Source: an optimization exercise on an open RTL-to-GDS flow (aim: small area, a short achievable clock period and few clock cycles per item). Production flows keep margins and buffers that such runs may drop. The RTL was checked by simulation tests, not by an equivalence proof against the original design. Power is estimated from default activity; no workload was simulated.

Design next_fit_slot_allocator_top, start of the top module:
module next_fit_slot_allocator_top #(
  parameter int unsigned NUM_SLOTS = nfsa_pkg::NUM_SLOTS_DEF
) (
  input  logic                          clk,
  input  logic                          rst_n,
  input  logic                          start,
  output logic                          busy,
  input  logic                          in_op,
  input  logic [nfsa_pkg::SLOT_W-1:0]   in_slot_index,
  output logic                          out_valid,
  output logic [nfsa_pkg::SLOT_W-1:0]   out_slot_out,
  output logic [nfsa_pkg::STATUS_W-1:0] out_status,
  output logic [nfsa_pkg::COUNT_W-1:0]  out_slots_in_use
);
export LEC_CHECK = 0
export CAP_MARGIN = 20
export CORE_MARGIN = 2
export CORE_UTILIZATION = 40
export CTS_CLUSTER_DIAMETER = 150
export CTS_CLUSTER_SIZE = 20
export PLACE_DENSITY = 0.75
export SETUP_SLACK_MARGIN = 3.0
export SLEW_MARGIN = 20
export TNS_END_PERCENT = 0
create_clock -name core_clock -period 6.5 [get_ports {clk}]
run.sh (not shown) runs the stock make flow with config.mk's settings and CLKGATE_MAP_FILE= SYNTH_SCRIPT=/design/flow/synth_recipe.tcl, a recipe that flattens the netlist after the stock synthesis.
Testbench counts at the start, summed over its fixed seeds: cycles 48,024, items 48,000.
Next try:
--- a/flow/design.v
+++ b/flow/design.v
@@ -206,55 +206,49 @@
   logic                          s2_op;
   logic                          is_alloc;   
   logic                          is_free;    
   logic                          mv_q;       
   logic [SLOT_W-1:0]             s2_idx;
   logic                out_valid_q;
   logic [SLOT_W-1:0]   out_slot_q;
   logic [STATUS_W-1:0] out_status_q;
-  logic [COUNT_W-1:0]  out_count_q;
   logic [AW-1:0]     iw;
   logic [WORD_W-1:0] ib_oh;
   logic [WORD_W-1:0] cand_hi;
   logic              use_rd, low_any, a_ok, moved;
-  logic [WORD_W-1:0] oh_hi, oh_rd, oh_lo, a_oh;
+  logic [WORD_W-1:0] oh_hi, oh_rd, a_oh;
   logic [WORD_W-1:0] wd_alloc, wd_free;
   logic [AW-1:0]     a_word;
   logic              a_full, used;
   logic              we;
   logic [AW-1:0]     wa;
   logic [WORD_W-1:0] wd;
   assign iw    = s2_idx[SLOT_W-1:BIT_W];
   assign ib_oh = dec32(s2_idx[BIT_W-1:0]);
   always_comb begin
     for (int i = 0; i < WORD_W; i++) begin
       gem[i] = ~lt5(BIT_W'(i), pb_q);
     end
   end
-  assign cand_hi = ~cur_q & gem;
+  assign cand_hi = ~cur_q & (hh_q ? gem : '1);
   assign use_rd  = ~hh_q & nwv_q;
   assign low_any = ~&cur_q;
   assign a_ok    = hh_q | nwv_q | low_any;
   assign moved   = is_alloc & use_rd;
   assign oh_hi = low32(cand_hi);
   assign oh_rd = low32(~rd_q);
-  assign oh_lo = low32(~cur_q);
   always_comb begin
-    if (hh_q) begin
-      wd_alloc = cur_q | oh_hi;
-      a_oh     = oh_hi;
-      a_word   = pw_q;
-    end else if (nwv_q) begin
+    if (use_rd) begin
       wd_alloc = rd_q | oh_rd;
       a_oh     = oh_rd;
       a_word   = nw_q;
     end else begin
-      wd_alloc = cur_q | oh_lo;
-      a_oh     = oh_lo;
+      wd_alloc = cur_q | oh_hi;
+      a_oh     = oh_hi;
       a_word   = pw_q;
     end
   end
   assign wd_free = rd_q & ~ib_oh;
   assign used    = |(rd_q & ib_oh);
   assign we = s2_valid;
   assign wa = s2_op ? iw : a_word;
   assign wd = s2_op ? wd_free : wd_alloc;
@@ -302,19 +296,18 @@
   end
   logic free_cur, free_rd, hh_d;
   assign free_cur = one_free(cur_q);
   assign free_rd  = one_free(rd_q);
   assign a_full   = use_rd ? free_rd : free_cur;
   always_comb begin
     hh_d = hh_q;
     if (is_alloc & a_ok) begin
-      if (hh_q)       hh_d = ~one_free(~cand_hi);
-      else if (nwv_q) hh_d = ~free_rd;
-      else            hh_d = ~free_cur;
+      if (use_rd)     hh_d = ~free_rd;
+      else            hh_d = ~one_free(~cand_hi);
     end else if (is_free & (iw == pw_q)) begin
       hh_d = hh_q | |(ib_oh & gem);
     end
   end
   logic [AW-1:0]     raddr;
   logic [WORD_W-1:0] rdata;
   always_comb begin
     if (s1_op)                     raddr = s1_idx[SLOT_W-1:BIT_W];
@@ -397,29 +390,28 @@
       is_free  <= s1_valid & s1_op;
       mv_q     <= s1_valid & ~s1_op & ~hh_d & nwv_d;
       out_valid_q <= s2_valid;
     end
   end
   always_ff @(posedge clk) begin
     s2_op  <= s1_op;
     s2_idx <= s1_idx;
-    out_count_q <= cnt_d;
     if (s2_op) begin
       out_slot_q   <= s2_idx;
       out_status_q <= used ? STAT_OK : STAT_NOT_USED;
     end else begin
       out_slot_q   <= a_ok ? {a_word, enc32(a_oh)} : '0;
       out_status_q <= a_ok ? STAT_OK : STAT_FULL;
     end
   end
   assign out_valid        = out_valid_q;
   assign out_slot_out     = out_slot_q;
   assign out_status       = out_status_q;
-  assign out_slots_in_use = out_count_q;
+  assign out_slots_in_use = cnt_q;
 endmodule
 module next_fit_slot_allocator_top #(
   parameter int unsigned NUM_SLOTS = nfsa_pkg::NUM_SLOTS_DEF
 ) (
   input  logic                          clk,
   input  logic                          rst_n,
   input  logic                          start,
   output logic                          busy,
Effect: The changed run completed without violations. Cell count falls by 0.89%. Design area is lower by 1.1%. Worst setup slack is worse by 0.036 ns. Clock-buffer cell count shrinks by 2. Worst hold slack barely changes. Flip-flop and latch count falls by 12. Global-route usage increases by 0.18 points. Routed wire length barely changes. Fmax drops by 0.92%. Via count barely changes. Non-clock buffer count went up by 27. Synthesized cell count came out lower by 1.8%. Clock power falls by 3.0%. Sequential share of layout area is higher by 0.47 points.
Testbench counts after the change, summed over its fixed seeds: cycles 48,024, items 48,000.

* * *

## the baseline
next_fit_slot_allocator_top, a different RTL version from the one above (not shown whole).
Size: about 5,900 cells after synthesis, ~42 I/O pins, ~97,000 um^2 of cells after synthesis.
==> flow/design.v (excerpt) <==
module next_fit_slot_allocator_top #(
  parameter int unsigned NUM_SLOTS = nfsa_pkg::NUM_SLOTS_DEF
) (
  input  logic                          clk,
  input  logic                          rst_n,
  input  logic                          start,
  output logic                          busy,
  input  logic                          in_op,
  input  logic [nfsa_pkg::SLOT_W-1:0]   in_slot_index,
  output logic                          out_valid,
  output logic [nfsa_pkg::SLOT_W-1:0]   out_slot_out,
  output logic [nfsa_pkg::STATUS_W-1:0] out_status,
  output logic [nfsa_pkg::COUNT_W-1:0]  out_slots_in_use
);
clock: 6.5 ns
lec_check: 0
cap_margin: 20
core_margin: 2
core_utilization: 40
cts_cluster_diameter: 150
cts_cluster_size: 20
place_density: 0.75
setup_slack_margin: 3.0
slew_margin: 20
tns_end_percent: 0
Testbench counts of the baseline, summed over its fixed seeds: cycles 48,024, items 48,000.
Input changes introduced in the candidate (baseline for comparison: the baseline):
--- a/flow/design.v
+++ b/flow/design.v
@@ -208,49 +208,54 @@
   logic                          is_free;    
   logic                          mv_q;       
   logic [SLOT_W-1:0]             s2_idx;
   logic                out_valid_q;
   logic [SLOT_W-1:0]   out_slot_q;
   logic [STATUS_W-1:0] out_status_q;
   logic [AW-1:0]     iw;
   logic [WORD_W-1:0] ib_oh;
   logic [WORD_W-1:0] cand_hi;
   logic              use_rd, low_any, a_ok, moved;
-  logic [WORD_W-1:0] oh_hi, oh_rd, a_oh;
+  logic [WORD_W-1:0] oh_hi, oh_rd, oh_lo, a_oh;
   logic [WORD_W-1:0] wd_alloc, wd_free;
   logic [AW-1:0]     a_word;
   logic              a_full, used;
   logic              we;
   logic [AW-1:0]     wa;
   logic [WORD_W-1:0] wd;
   assign iw    = s2_idx[SLOT_W-1:BIT_W];
   assign ib_oh = dec32(s2_idx[BIT_W-1:0]);
   always_comb begin
     for (int i = 0; i < WORD_W; i++) begin
       gem[i] = ~lt5(BIT_W'(i), pb_q);
     end
   end
-  assign cand_hi = ~cur_q & (hh_q ? gem : '1);
+  assign cand_hi = ~cur_q & gem;
   assign use_rd  = ~hh_q & nwv_q;
   assign low_any = ~&cur_q;
   assign a_ok    = hh_q | nwv_q | low_any;
   assign moved   = is_alloc & use_rd;
   assign oh_hi = low32(cand_hi);
   assign oh_rd = low32(~rd_q);
+  assign oh_lo = low32(~cur_q);
   always_comb begin
-    if (use_rd) begin
+    if (hh_q) begin
+      wd_alloc = cur_q | oh_hi;
+      a_oh     = oh_hi;
+      a_word   = pw_q;
+    end else if (nwv_q) begin
       wd_alloc = rd_q | oh_rd;
       a_oh     = oh_rd;
       a_word   = nw_q;
     end else begin
-      wd_alloc = cur_q | oh_hi;
-      a_oh     = oh_hi;
+      wd_alloc = cur_q | oh_lo;
+      a_oh     = oh_lo;
       a_word   = pw_q;
     end
   end
   assign wd_free = rd_q & ~ib_oh;
   assign used    = |(rd_q & ib_oh);
   assign we = s2_valid;
   assign wa = s2_op ? iw : a_word;
   assign wd = s2_op ? wd_free : wd_alloc;
   logic              pw_full, gap1, gap2;
   logic [AW:0]       srch;
@@ -294,51 +299,60 @@
       end
     end
   end
   logic free_cur, free_rd, hh_d;
   assign free_cur = one_free(cur_q);
   assign free_rd  = one_free(rd_q);
   assign a_full   = use_rd ? free_rd : free_cur;
   always_comb begin
     hh_d = hh_q;
     if (is_alloc & a_ok) begin
-      if (use_rd)     hh_d = ~free_rd;
-      else            hh_d = ~one_free(~cand_hi);
+      if (hh_q)       hh_d = ~one_free(~cand_hi);
+      else if (nwv_q) hh_d = ~free_rd;
+      else            hh_d = ~free_cur;
     end else if (is_free & (iw == pw_q)) begin
       hh_d = hh_q | |(ib_oh & gem);
     end
   end
   logic [AW-1:0]     raddr;
   logic [WORD_W-1:0] rdata;
   always_comb begin
     if (s1_op)                     raddr = s1_idx[SLOT_W-1:BIT_W];
     else if (mv_q)                 raddr = nnw_q;
     else                           raddr = nw_q;
   end
-  assign rdata = ((we & (wa == raddr)) | (~s1_op & is_free & gap1)) ? wd : mem[raddr];
-  logic              rst_q;
+  logic              wq_v;
+  logic [AW-1:0]     wq_a;
+  logic [WORD_W-1:0] wq_d;
+  logic              fwd_s2, fwd_q;
+  assign fwd_s2 = (we & (wa == raddr)) | (~s1_op & is_free & gap1);
+  assign fwd_q  = wq_v & (wq_a == raddr);
+  assign rdata  = fwd_s2 ? wd : (fwd_q ? wq_d : mem[raddr]);
   logic [WORD_W-1:0] row_wd;
   logic              row_full;
-  assign row_wd   = rst_q ? wd : '0;
+  logic rst_q;
+  assign row_wd   = rst_q ? wq_d : '0;
   assign row_full = rst_q & ~s2_op & a_full;
   for (genvar w = 0; w < NWORDS; w++) begin : g_row
-    logic row_we;
-    assign row_we = ~rst_q | (we & (wa == AW'(w)));
+    logic row_we, row_fe;
+    assign row_we = ~rst_q | (wq_v & (wq_a == AW'(w)));
+    assign row_fe = ~rst_q | (we & (wa == AW'(w)));
     always_ff @(posedge clk) begin
-      if (row_we) begin
-        mem[w]    <= row_wd;
-        full_q[w] <= row_full;
-      end
+      if (row_we) mem[w]    <= row_wd;
+      if (row_fe) full_q[w] <= row_full;
     end
   end
   always_ff @(posedge clk) begin
     rst_q <= rst_n;
+    wq_v  <= we;
+    wq_a  <= wa;
+    wq_d  <= wd;
   end
   always_ff @(posedge clk) begin
     rd_q <= rdata;
   end
   logic [COUNT_W-1:0] cnt_inc, cnt_dec, cnt_d;
   for (genvar i = 0; i < COUNT_W; i++) begin : g_cnt
     localparam logic [COUNT_W-1:0] LOW = (COUNT_W'(1) << i) - COUNT_W'(1);
     assign cnt_inc[i] = cnt_q[i] ^ (&(cnt_q | ~LOW));
     assign cnt_dec[i] = cnt_q[i] ^ (&(~cnt_q | ~LOW));
   end
Notes after the runs:
[the candidate] count of clock-buffer cells in the layout rose 28 relative to the baseline
The candidate vs. the baseline: sequential fraction of total cell area went up by 0.86 points.
Delta(multi-input gate share of the layout cell area, the candidate - the baseline) > 0
The baseline has a higher final critical-path required period than the candidate.
In the reports for the baseline and the candidate, the smaller number of nets in the layout belongs to the baseline.
[compare] base=the baseline new=the candidate: clock power saw an increase; met2 wire length saw a decrease; hold slack saw a decrease; combinational power saw a decrease.
Of the baseline and the candidate, the higher area added between synthesis and finish belongs to the baseline.
Testbench counts of the candidate, summed over its fixed seeds: cycles 48,024, items 48,000.

## static timing again, ports no longer ideal
No port has a modelled driver above. Below, the same layouts with a new extraction and two added sets of constraints.
Step 1 assumes that a clkbuf_16 drives the clock port and a buf_2 every other input.
Step 2 adds t to the input delays and takes it off the output delays; t is the mean of the earliest and latest rising clock arrival at the registers after step 1. Input paths then give back, and output paths get back, about the clock's delay inside the block.
Three values: ideal, step 1, step 2; two values: the first two.
run	shift t [ns]	slack for setup (ns)	worst register clock-pin slew, ns
the first run of note 1	0.911	2.663 / 2.663 / 2.663	0.10 / 0.10
the second run of note 1	0.888	2.627 / 2.627 / 2.627	0.10 / 0.10
the baseline	0.895	2.592 / 2.592 / 2.228	0.12 / 0.12
the candidate	0.910	2.603 / 2.603 / 2.603	0.10 / 0.10
After both steps every run listed still meets setup and hold. For the baseline, which loses most, drivers alone change the setup slack by 0.000 ns; drivers and shift together by -0.364 ns.
